Background: an optimization exercise with open tools, aiming at a short achievable clock period and few clock cycles. Do not read the settings as production practice.
In this exercise RTL edits were held to simulation tests only and were not proved equivalent to the original.
Power and IR drop assume default switching activity.

[design/flow/config.mk]
export PLATFORM = sky130hd
export DESIGN_NAME = rv_core_top
export DESIGN_NICKNAME = rv_core_top
export VERILOG_FILES = /design/flow/design.v
export SDC_FILE = /design/flow/constraint.sdc
export NUM_CORES = 4
export LEC_CHECK = 0
export CAP_MARGIN = 20
export CORE_MARGIN = 2
export CORE_UTILIZATION = 40
export SLEW_MARGIN = 20
[design/flow/constraint.sdc]
create_clock -name core_clock -period 10.0 [get_ports {clk_i}]
set_input_delay 2.0000 -clock core_clock [delete_from_list [all_inputs] [get_ports {clk_i}]]
set_output_delay 2.0000 -clock core_clock [all_outputs]
set_load 0.01 [all_outputs]
[design/flow/design.v]
`timescale 1ns/1ns
`default_nettype none
package rv_pkg;
   parameter int XLEN       = 32;             
   parameter int REG_ADDR_W = 5;              
   typedef enum logic [6:0] {
      OP       = 7'b0110011,                  
      OP_IMM   = 7'b0010011,                  
      BRANCH   = 7'b1100011,                  
      JAL      = 7'b1101111,
      JALR     = 7'b1100111,
      LUI      = 7'b0110111,
      AUIPC    = 7'b0010111,
      STORE    = 7'b0100011,                  
      NOP_ZERO = 7'b0000000                   
   } opcode_e;
   typedef enum logic [3:0] {
      ADD,
      SUB,
      AND,
      XOR,
      OR,
      SLL,
      SRL,
      SRA,                                    
      EQ,                                     
      LT,
      LTU
   } alu_op_e;
   typedef enum logic [2:0] {
      I,                                      
      S,                                      
      B,                                      
      U,                                      
      J                                       
   } imm_fmt_e;
   typedef enum logic [1:0] {
      ALU,
      PC_PLUS4,                               
      IMM,                                    
      TARGET                                  
   } result_sel_e;
   typedef enum logic [1:0] {
      BYTE,
      HALF,
      WORD
   } store_fmt_e;
   typedef struct packed {
      logic [XLEN-1:0] inst;
      logic [XLEN-1:0] pc;
      logic [XLEN-1:0] pc_plus4;
   } fd_word_t;
endpackage
`default_nettype wire
`timescale 1ns/1ns
`default_nettype none
module fetch_unit #(
   parameter logic [rv_pkg::XLEN-1:0] RESET_PC = '0
) (
   input  wire                    clk_i,
   input  wire                    rst_i,
   input  wire                    stall_i,
   input  wire [rv_pkg::XLEN-1:0] inst_i,         
   input  wire                    redirect_i,     
   input  wire [rv_pkg::XLEN-1:0] target_i,
   output logic [rv_pkg::XLEN-1:0] pc_o,
   output rv_pkg::fd_word_t       fd_o
);
   logic [rv_pkg::XLEN-1:0] pc_plus4;
   assign pc_plus4 = pc_o + rv_pkg::XLEN'(4);
   always_ff @(posedge clk_i or posedge rst_i) begin
      if (rst_i) begin
         pc_o <= RESET_PC;
      end else if (redirect_i) begin
         pc_o <= target_i;
      end else if (!stall_i) begin
         pc_o <= pc_plus4;
      end
   end
   always_ff @(posedge clk_i or posedge rst_i) begin
      if (rst_i) begin
         fd_o <= '0;
      end else if (stall_i || redirect_i) begin
         fd_o <= '0;                              
      end else begin
         fd_o.inst     <= inst_i;
         fd_o.pc       <= pc_o;
         fd_o.pc_plus4 <= pc_plus4;
      end
   end
endmodule
`default_nettype wire
`timescale 1ns/1ns
`default_nettype none
module decode_unit (
   input  wire                     clk_i,
   input  wire rv_pkg::fd_word_t   fd_i,
   input  wire                     ctrl_reg_wen,    
   input  wire rv_pkg::imm_fmt_e   ctrl_imm_fmt,    
   input  wire [rv_pkg::XLEN-1:0]  result_i,      
   output logic [rv_pkg::XLEN-1:0] rs1_val_o,
   output logic [rv_pkg::XLEN-1:0] rs2_val_o,
   output logic [rv_pkg::XLEN-1:0] imm_o
);
   logic [rv_pkg::XLEN-1:0]       regs [2**rv_pkg::REG_ADDR_W];   
   logic [rv_pkg::REG_ADDR_W-1:0] rs1_addr;
   logic [rv_pkg::REG_ADDR_W-1:0] rs2_addr;
   logic [rv_pkg::REG_ADDR_W-1:0] rd_addr;
   logic [rv_pkg::XLEN-1:0]       inst;
   assign inst     = fd_i.inst;
   assign rs1_addr = inst[19:15];
   assign rs2_addr = inst[24:20];
   assign rd_addr  = inst[11:7];
   assign rs1_val_o = (rs1_addr == '0) ? '0 : regs[rs1_addr];
   assign rs2_val_o = (rs2_addr == '0) ? '0 : regs[rs2_addr];
   always_ff @(posedge clk_i) begin
      if (ctrl_reg_wen) begin
         regs[rd_addr] <= result_i;               
      end
   end
   always_comb begin
      case (ctrl_imm_fmt)
         rv_pkg::I:       imm_o = {{20{inst[31]}}, inst[31:20]};
         rv_pkg::S:       imm_o = {{20{inst[31]}}, inst[31:25], inst[11:7]};
         rv_pkg::B:       imm_o = {{20{inst[31]}}, inst[7], inst[30:25], inst[11:8], 1'b0};
         rv_pkg::U:       imm_o = {inst[31:12], 12'b0};
         rv_pkg::J:       imm_o = {{12{inst[31]}}, inst[19:12], inst[20], inst[30:21], 1'b0};
         default: imm_o = '0;
      endcase
   end
endmodule
`default_nettype wire
`timescale 1ns/1ns
`default_nettype none
module control_unit (
   input  wire rv_pkg::fd_word_t fd_i,
   input  wire                   alu_zero_i,      
   output logic                  ctrl_reg_wen,    
   output rv_pkg::imm_fmt_e      ctrl_imm_fmt,    
   output logic                  ctrl_alu_src_imm,    
   output rv_pkg::alu_op_e       ctrl_alu_op,
   output logic                  ctrl_target_from_rs1,    
   output rv_pkg::result_sel_e   ctrl_result_sel,    
   output logic                  ctrl_store_en,
   output rv_pkg::store_fmt_e    ctrl_store_fmt,    
   output logic                  redirect_o       
);
   rv_pkg::opcode_e    opcode;
   logic [2:0] funct3;
   logic       funct7_5;                          
   logic       is_branch;
   logic       is_jump;
   logic       branch_taken;
   assign opcode   = rv_pkg::opcode_e'(fd_i.inst[6:0]);
   assign funct3   = fd_i.inst[14:12];
   assign funct7_5 = fd_i.inst[30];
   always_comb begin
      ctrl_reg_wen         = 1'b0;                
      ctrl_imm_fmt         = rv_pkg::I;
      ctrl_alu_src_imm     = 1'b0;
      ctrl_target_from_rs1 = 1'b0;
      ctrl_result_sel      = rv_pkg::ALU;
      ctrl_store_en        = 1'b0;
      is_branch            = 1'b0;
      is_jump              = 1'b0;
      case (opcode)
         rv_pkg::OP: begin
            ctrl_reg_wen = 1'b1;
         end
         rv_pkg::OP_IMM: begin
            ctrl_reg_wen     = 1'b1;
            ctrl_alu_src_imm = 1'b1;
         end
         rv_pkg::BRANCH: begin
            ctrl_imm_fmt = rv_pkg::B;
            is_branch    = 1'b1;
         end
         rv_pkg::JAL: begin
            ctrl_reg_wen    = 1'b1;
            ctrl_imm_fmt    = rv_pkg::J;
            ctrl_result_sel = rv_pkg::PC_PLUS4;           
            is_jump         = 1'b1;
         end
         rv_pkg::JALR: begin
            ctrl_reg_wen         = 1'b1;
            ctrl_target_from_rs1 = 1'b1;
            ctrl_result_sel      = rv_pkg::PC_PLUS4;
            is_jump              = 1'b1;
         end
         rv_pkg::LUI: begin
            ctrl_reg_wen    = 1'b1;
            ctrl_imm_fmt    = rv_pkg::U;
            ctrl_result_sel = rv_pkg::IMM;
         end
         rv_pkg::AUIPC: begin
            ctrl_reg_wen    = 1'b1;
            ctrl_imm_fmt    = rv_pkg::U;
            ctrl_result_sel = rv_pkg::TARGET;             
         end
         rv_pkg::STORE: begin
            ctrl_imm_fmt     = rv_pkg::S;
            ctrl_alu_src_imm = 1'b1;              
            ctrl_store_en    = 1'b1;
         end
         rv_pkg::NOP_ZERO: begin
         end
         default: begin
         end
      endcase
   end
   assign ctrl_store_fmt = rv_pkg::store_fmt_e'(funct3[1:0]);    
   always_comb begin
      ctrl_alu_op = rv_pkg::ADD;                          
      if (is_branch) begin
         case (funct3[2:1])
            2'b10:   ctrl_alu_op = rv_pkg::LT;
            2'b11:   ctrl_alu_op = rv_pkg::LTU;
            default: ctrl_alu_op = rv_pkg::EQ;            
         endcase
      end else if (opcode == rv_pkg::OP || opcode == rv_pkg::OP_IMM) begin
         case (funct3)
            3'b000:  ctrl_alu_op = (opcode == rv_pkg::OP && funct7_5) ? rv_pkg::SUB : rv_pkg::ADD;
            3'b001:  ctrl_alu_op = rv_pkg::SLL;
            3'b010:  ctrl_alu_op = rv_pkg::LT;
            3'b011:  ctrl_alu_op = rv_pkg::LTU;
            3'b100:  ctrl_alu_op = rv_pkg::XOR;
            3'b101:  ctrl_alu_op = funct7_5 ? rv_pkg::SRA : rv_pkg::SRL;
            3'b110:  ctrl_alu_op = rv_pkg::OR;
            default: ctrl_alu_op = rv_pkg::AND;
         endcase
      end
   end
   always_comb begin
      case (funct3)
         3'b000, 3'b100, 3'b110: branch_taken = !alu_zero_i;
         3'b001, 3'b101, 3'b111: branch_taken = alu_zero_i;
         default:                branch_taken = 1'b0;
      endcase
   end
   assign redirect_o = (is_branch && branch_taken) || is_jump;
endmodule
`default_nettype wire
`timescale 1ns/1ns
`default_nettype none
module execute_unit (
   input  wire rv_pkg::fd_word_t   fd_i,
   input  wire                     ctrl_alu_src_imm,    
   input  wire rv_pkg::alu_op_e    ctrl_alu_op,
   input  wire                     ctrl_target_from_rs1,    
   input  wire rv_pkg::result_sel_e ctrl_result_sel,    
   input  wire [rv_pkg::XLEN-1:0]  rs1_val_i,
   input  wire [rv_pkg::XLEN-1:0]  rs2_val_i,
   input  wire [rv_pkg::XLEN-1:0]  imm_i,
   output logic [rv_pkg::XLEN-1:0] alu_out_o,     
   output logic                    alu_zero_o,
   output logic [rv_pkg::XLEN-1:0] target_o,
   output logic [rv_pkg::XLEN-1:0] result_o
);
   logic [rv_pkg::XLEN-1:0] op_b;
   logic [rv_pkg::XLEN-1:0] target_base;
   logic [rv_pkg::XLEN-1:0] target_sum;
   assign op_b = ctrl_alu_src_imm ? imm_i : rs2_val_i;
   always_comb begin
      case (ctrl_alu_op)
         rv_pkg::ADD:     alu_out_o = rs1_val_i + op_b;
         rv_pkg::SUB:     alu_out_o = rs1_val_i - op_b;
         rv_pkg::AND:     alu_out_o = rs1_val_i & op_b;
         rv_pkg::XOR:     alu_out_o = rs1_val_i ^ op_b;
         rv_pkg::OR:      alu_out_o = rs1_val_i | op_b;
         rv_pkg::SLL:     alu_out_o = rs1_val_i << op_b[4:0];
         rv_pkg::SRL:     alu_out_o = rs1_val_i >> op_b[4:0];
         rv_pkg::SRA:     alu_out_o = $unsigned($signed(rs1_val_i) >>> op_b[4:0]);
         rv_pkg::EQ:      alu_out_o = {{(rv_pkg::XLEN-1){1'b0}}, rs1_val_i == op_b};
         rv_pkg::LT:      alu_out_o = {{(rv_pkg::XLEN-1){1'b0}}, $signed(rs1_val_i) < $signed(op_b)};
         rv_pkg::LTU:     alu_out_o = {{(rv_pkg::XLEN-1){1'b0}}, rs1_val_i < op_b};
         default: alu_out_o = '0;
      endcase
   end
   assign alu_zero_o = (alu_out_o == '0);          
   assign target_base = ctrl_target_from_rs1 ? rs1_val_i : fd_i.pc;
   assign target_sum  = target_base + imm_i;
   assign target_o    = {target_sum[rv_pkg::XLEN-1:1], target_sum[0] & ~ctrl_target_from_rs1};
   always_comb begin
      case (ctrl_result_sel)
         rv_pkg::ALU:      result_o = alu_out_o;
         rv_pkg::PC_PLUS4: result_o = fd_i.pc_plus4;      
         rv_pkg::IMM:      result_o = imm_i;
         rv_pkg::TARGET:   result_o = target_o;
         default:  result_o = alu_out_o;
      endcase
   end
endmodule
`default_nettype wire
`timescale 1ns/1ns
`default_nettype none
module store_unit (
   input  wire                     ctrl_store_en,
   input  wire rv_pkg::store_fmt_e ctrl_store_fmt,    
   input  wire [rv_pkg::XLEN-1:0]  addr_i,        
   input  wire [rv_pkg::XLEN-1:0]  wdata_i,       
   output logic                    wen_o,
   output logic [3:0]              stb_o,
   output logic [rv_pkg::XLEN-1:0] data_addr_o,
   output logic [rv_pkg::XLEN-1:0] data_o
);
   logic [1:0] byte_off;
   assign byte_off    = addr_i[1:0];
   assign data_addr_o = addr_i;
   assign wen_o       = ctrl_store_en;
   assign data_o      = wdata_i << {byte_off, 3'b000};    
   always_comb begin
      stb_o = 4'b0000;                            
      if (ctrl_store_en) begin
         case (ctrl_store_fmt)
            rv_pkg::BYTE:    stb_o = 4'b0001 << byte_off;
            rv_pkg::HALF:    stb_o = 4'b0011 << byte_off;
            rv_pkg::WORD:    stb_o = 4'b1111 << byte_off;
            default: stb_o = 4'b0000;
         endcase
      end
   end
endmodule
`default_nettype wire
`timescale 1ns/1ns
`default_nettype none
module rv_core_top #(
   parameter logic [rv_pkg::XLEN-1:0] RESET_PC = '0    
) (
   input  wire                    clk_i,
   input  wire                    rst_i,
   input  wire                    stall_i,        
   input  wire [rv_pkg::XLEN-1:0] inst_i,         
   output wire [rv_pkg::XLEN-1:0] inst_addr_o,
   output wire                    wen_o,          
   output wire [3:0]              stb_o,          
   output wire [rv_pkg::XLEN-1:0] data_addr_o,
   output wire [rv_pkg::XLEN-1:0] data_o
);
   rv_pkg::fd_word_t        fd;                           
   logic            redirect;                     
   logic [rv_pkg::XLEN-1:0] target;
   logic [rv_pkg::XLEN-1:0] rs1_val;
   logic [rv_pkg::XLEN-1:0] rs2_val;
   logic [rv_pkg::XLEN-1:0] imm;
   logic [rv_pkg::XLEN-1:0] alu_out;                      
   logic            alu_zero;
   logic [rv_pkg::XLEN-1:0] result;                       
   logic        ctrl_reg_wen;
   rv_pkg::imm_fmt_e    ctrl_imm_fmt;
   logic        ctrl_alu_src_imm;
   rv_pkg::alu_op_e     ctrl_alu_op;
   logic        ctrl_target_from_rs1;
   rv_pkg::result_sel_e ctrl_result_sel;
   logic        ctrl_store_en;
   rv_pkg::store_fmt_e  ctrl_store_fmt;
   fetch_unit #(
      .RESET_PC (RESET_PC)
   ) u_fetch (
      .clk_i      (clk_i),
      .rst_i      (rst_i),
      .stall_i    (stall_i),
      .inst_i     (inst_i),
      .redirect_i (redirect),
      .target_i   (target),
      .pc_o       (inst_addr_o),
      .fd_o       (fd)
   );
   decode_unit u_decode (
      .clk_i     (clk_i),
      .fd_i      (fd),
      .ctrl_reg_wen (ctrl_reg_wen),
      .ctrl_imm_fmt (ctrl_imm_fmt),
      .result_i  (result),
      .rs1_val_o (rs1_val),
      .rs2_val_o (rs2_val),
      .imm_o     (imm)
   );
   control_unit u_control (
      .fd_i       (fd),
      .alu_zero_i (alu_zero),
      .ctrl_reg_wen (ctrl_reg_wen),
      .ctrl_imm_fmt (ctrl_imm_fmt),
      .ctrl_alu_src_imm (ctrl_alu_src_imm),
      .ctrl_alu_op (ctrl_alu_op),
      .ctrl_target_from_rs1 (ctrl_target_from_rs1),
      .ctrl_result_sel (ctrl_result_sel),
      .ctrl_store_en (ctrl_store_en),
      .ctrl_store_fmt (ctrl_store_fmt),
      .redirect_o (redirect)
   );
   execute_unit u_execute (
      .fd_i       (fd),
      .ctrl_alu_src_imm (ctrl_alu_src_imm),
      .ctrl_alu_op (ctrl_alu_op),
      .ctrl_target_from_rs1 (ctrl_target_from_rs1),
      .ctrl_result_sel (ctrl_result_sel),
      .rs1_val_i  (rs1_val),
      .rs2_val_i  (rs2_val),
      .imm_i      (imm),
      .alu_out_o  (alu_out),
      .alu_zero_o (alu_zero),
      .target_o   (target),
      .result_o   (result)
   );
   store_unit u_store (
      .ctrl_store_en (ctrl_store_en),
      .ctrl_store_fmt (ctrl_store_fmt),
      .addr_i      (alu_out),
      .wdata_i     (rs2_val),                    
      .wen_o       (wen_o),
      .stb_o       (stb_o),
      .data_addr_o (data_addr_o),
      .data_o      (data_o)
   );
endmodule
`default_nettype wire
[design/flow/run.sh]
#!/bin/bash
# synth_recipe.tcl (not shown) runs the flow's synth.tcl, then flattens the netlist and writes it again
# the make line also repeats each setting of config.mk as NAME=value (left out here)
make -C /OpenROAD-flow-scripts/flow DESIGN_CONFIG=/design/flow/config.mk WORK_HOME=/design/flow/orfs CLKGATE_MAP_FILE= SYNTH_SCRIPT=/design/flow/synth_recipe.tcl finish
==> results.sh <==
export IMPL_clock_root_buffer="clkbuf_16"
export IMPL_finalPower_mw=14.93
export IMPL_worstMarginPinSlew_ps=1253
export IMPL_synth_top_family_by_area="multiplexers"
export IMPL_ir_worst_vdd_mv=0.1457
export IMPL_grt_first_pass_wirelength_microns=400400
export IMPL_drv_cap=0
export IMPL_status="timing/DRC/antenna clean"
export IMPL_hold_viol=0
export IMPL_die_w_microns=411.2
export IMPL_setup_worst_path_start="u_fetch.fd_o[82]"
export IMPL_synth_nets=5093
export IMPL_layout_drive_gt1_share=0.2491
export IMPL_synth_edff_count=1024
export IMPL_fmax_mhz=102.2
export IMPL_synth_most_common_cell="edfxtp_1"
export IMPL_grt_pass1_vias=49500
export IMPL_rows=149
export IMPL_r2r_start="u_fetch.fd_o[79]"
export IMPL_skew_ps=75.04
export IMPL_fin_util=0.4676
export IMPL_ant_nets=0
export IMPL_fin_crit_sh=0.9784
export IMPL_grt_setup_unrepaired="yes"
export IMPL_gp_congestion=1.032
export IMPL_port_buffers=135
export IMPL_period_minus_slack_ps=9784
export IMPL_post_dp_hpwl_microns=201500
export IMPL_cp_max_fo=26
export IMPL_synth_mux_area_frac=0.2161
export IMPL_endpoint="data_o[18]"
export IMPL_vias_per_cell=6.825
export IMPL_maxSlewViolCount=0
export IMPL_grt_ovfl_total=0
export IMPL_yosysSeqAreaShare=0.5111
export IMPL_report_final_setup_viol=0
export IMPL_synthTopCellsByCount="1024 x edfxtp_1, 480 x mux4_2, 317 x nor2_1, 295 x nand2_1, 275 x mux2i_1"
export IMPL_fillers=14640
export IMPL_yosys_area_top_type_share=0.4636
export IMPL_fin_nets=5410
export IMPL_powerDensity_nw_per_um2=193.8
export IMPL_grt_max_degree=79
export IMPL_chipHeight_microns=411.2
export IMPL_synthAdderAreaFrac=0.02599
export IMPL_start_util=0.4025
export IMPL_min_path_type="reg -> reg"
export IMPL_critPathArrivalTime_ps=7780
export IMPL_critPathLaunchType="register"
export IMPL_yosys_area_top_type="edfxtp_1"
export IMPL_core_area_sq_um=164800
export IMPL_avgSynthCellArea_sq_um=13.48
export IMPL_htree_levels=3
export IMPL_yosysWarnings=5
export IMPL_cts_buffers=119
export IMPL_drtIter0Drc=7735
export IMPL_ys_ff_latch=1150
export IMPL_clock_sinks=1150
export IMPL_cp_required_ps=8000
export IMPL_leakage_nw=26.76
export IMPL_worst_setup_path_end_kind="output port"
export IMPL_wirelength_microns=293400
export IMPL_tritoncts="yes"
export IMPL_clockBufferDepth=3
export IMPL_yosys_top_cells_area="edfxtp_1 46%, mux4_2 16%, dfrtp_1 4.8%"
export IMPL_finalSetupTns_ps=0
export IMPL_ys_async_sr_fraction=0.1096
export IMPL_synthCells=4922
export IMPL_io_pins=136
export IMPL_post_drt_wl_per_cell_microns=38.96
export IMPL_synthSimpleGateAreaFrac=0.07976
export IMPL_dieArea_sq_um=169100
export IMPL_r2r_cells=28
export IMPL_drtPass1Iterations=8
export IMPL_r2r_slack_ps=1170
export IMPL_antenna_found_initial=15
export IMPL_timing_rr_end="u_decode.regs[7][31]"
export IMPL_yosysUniqueCellTypes=107
export IMPL_synthXorXnorAreaFrac=0.01254
export IMPL_crit_type="reg -> out"
export IMPL_slew_headroom=0.1410
export IMPL_syn_area_sq_um=66330
export IMPL_route_vias_total=51390
export IMPL_hold_slack_ps=537.7
export IMPL_route_detailed_drc=0
export IMPL_clkTransAtPathRegs_ps=60
export IMPL_synth_flop_cell="edfxtp_1"
export IMPL_synth_compound_area_frac=0.1186
export IMPL_area_growth_pct=16.18
export IMPL_grt_usage=0.3393
export IMPL_worstSkewPairLatency_ps=760
worst min path at each step:
stage,from,to,slack [ps],depth (start not counted)
finish,u_fetch.pc_o[0],u_fetch.fd_o[32],540,2
global route,u_fetch.pc_o[0],u_fetch.fd_o[32],590,2
CTS,u_fetch.pc_o[0],u_fetch.fd_o[32],540,2
detailed placement,u_fetch.pc_o[0],u_fetch.fd_o[32],530,2
global placement,u_fetch.pc_o[0],u_fetch.fd_o[32],530,2
floorplan,u_fetch.pc_o[1],u_fetch.pc_o[1],550,1
critical path, cell delays in order (launching register included):
cell and delay (ps):
dfrtp_1 490, buf_12 260, nor2b_4 340, buf_12 310
buf_4 400, nand2_1 190, a21oi_1 160, o2111a_1 810
ha_1 450, inv_1 160, a21oi_1 130, o41ai_1 330
a31oi_1 70, buf_4 160, o211ai_1 190, a2111oi_1 110
buf_4 160, o41ai_1 300, a211o_1 240, nand4bb_2 190
buf_12 230, buf_4 150, nand2b_1 160, buf_4 160
o22ai_1 150, clkdlybuf4s50_1 590
state kept, by name, summed over array words and instances (netlist names):
register / cells
u_fetch.pc_o: 32
u_decode.regs: 1024
u_fetch.fd_o: 94
logic make-up after synthesis:
kind of cell    count (synthesis)
flops                        1150
compound gates               1113
simple gates                 1084
mux                           823
buf+inv                       521
fa+ha+maj                     136
xor+xnor                       95
repair_timing:
action,CTS,global route
buffers inserted,6,11
hold buffers,0,0
endpoints found under the setup margin,45,44
gates cloned,0,3
pin swaps,0,1
resized for setup,9,41
power breakdown:
group          switching (mW)  internal, mW
Clock                    1.95          2.48
Combinational            3.05          1.53
Sequential             0.0912          5.84
per-layer routing:
metal | share of wire | wire (microns) | global-route usage
met5 | 0.00097 | 284 | 0
met4 | 0.077 | 22470 | 0.2217
met3 | 0.11 | 31240 | 0.08012
met2 | 0.45 | 132800 | 0.5223
met1 | 0.36 | 106600 | 0.4292
through the flow:
step,std cells,worst slack [ps],area (sq um)
floorplan,4922,400.2,66330
global placement,7285,212.4,72680
detailed placement,7286,265.3,72720
CTS,7510,29.50,76680
global route,7528,0.7256,77060
finish,7530,216.3,77060
layout make-up:
cell class,instances,area [sq um],area share
clock inverter,72,757.0,0.009823
clock buffer,146,3079,0.03996
tap,2189,2739,0.03554
inverter,142,538.0,0.006982
timing repair buffer,575,5216,0.06769
antenna,5,12.51,0.0001624
sequential,1150,33930,0.4403
multi-input combinational,3251,30790,0.3995
cells in the final DEF (no fill, tap or decap), types with 27 or more instances in the layout:
| cell type | count |
|---|---|
| a22oi_1 | 77 |
| nand3_1 | 83 |
| o21a_1 | 33 |
| and3_1 | 27 |
| o21ai_0 | 155 |
| mux2_2 | 59 |
| buf_4 | 393 |
| mux2i_1 | 272 |
| nor3_1 | 100 |
| dfrtp_1 | 117 |
| a221oi_1 | 51 |
| xor2_1 | 36 |
| o221ai_1 | 34 |
| inv_1 | 136 |
| xnor2_1 | 59 |
| o22ai_1 | 62 |
| a21o_1 | 46 |
| nand2b_1 | 33 |
| clkdlybuf4s50_1 | 134 |
| o211ai_1 | 88 |
| nor2_4 | 34 |
| ha_1 | 127 |
| and3b_1 | 65 |
| a31oi_1 | 35 |
| clkbuf_16 | 122 |
| edfxtp_1 | 1024 |
| a211oi_1 | 44 |
| a21oi_1 | 186 |
| nand2_1 | 293 |
| clkinv_1 | 28 |
| clkbuf_1 | 27 |
| nor2_1 | 273 |
| mux4_2 | 480 |
| a211o_1 | 30 |
Testbench counts, summed over its fixed seeds: cycles 79,061.

separate check: timing with driven ports:
No port has a modelled driver above. Below, the same layout with a new extraction and two added sets of constraints.
Step 1 assumes that a clkbuf_16 drives the clock port and a buf_2 every other input.
Step 2 adds t to the input delays and takes it off the output delays; t is the mean of the earliest and latest rising clock arrival at the registers after step 1. Input paths then give back, and output paths get back, about the clock's delay inside the block.
Three values: ideal, step 1, step 2; two values: the first two.
shift t [ns]: 0.804
setup WS [ns]: 0.216 / 0.136 / 0.940
worst hold slack (ns): 0.538 / 0.538 / 0.538
latest minus earliest clock arrival (ns): 0.075 / 0.075
worst slew at a driven data input, ns: 0.05
After both steps this run still meets setup and hold. For this run, drivers alone change the setup slack by -0.080 ns; drivers and shift together by +0.724 ns.
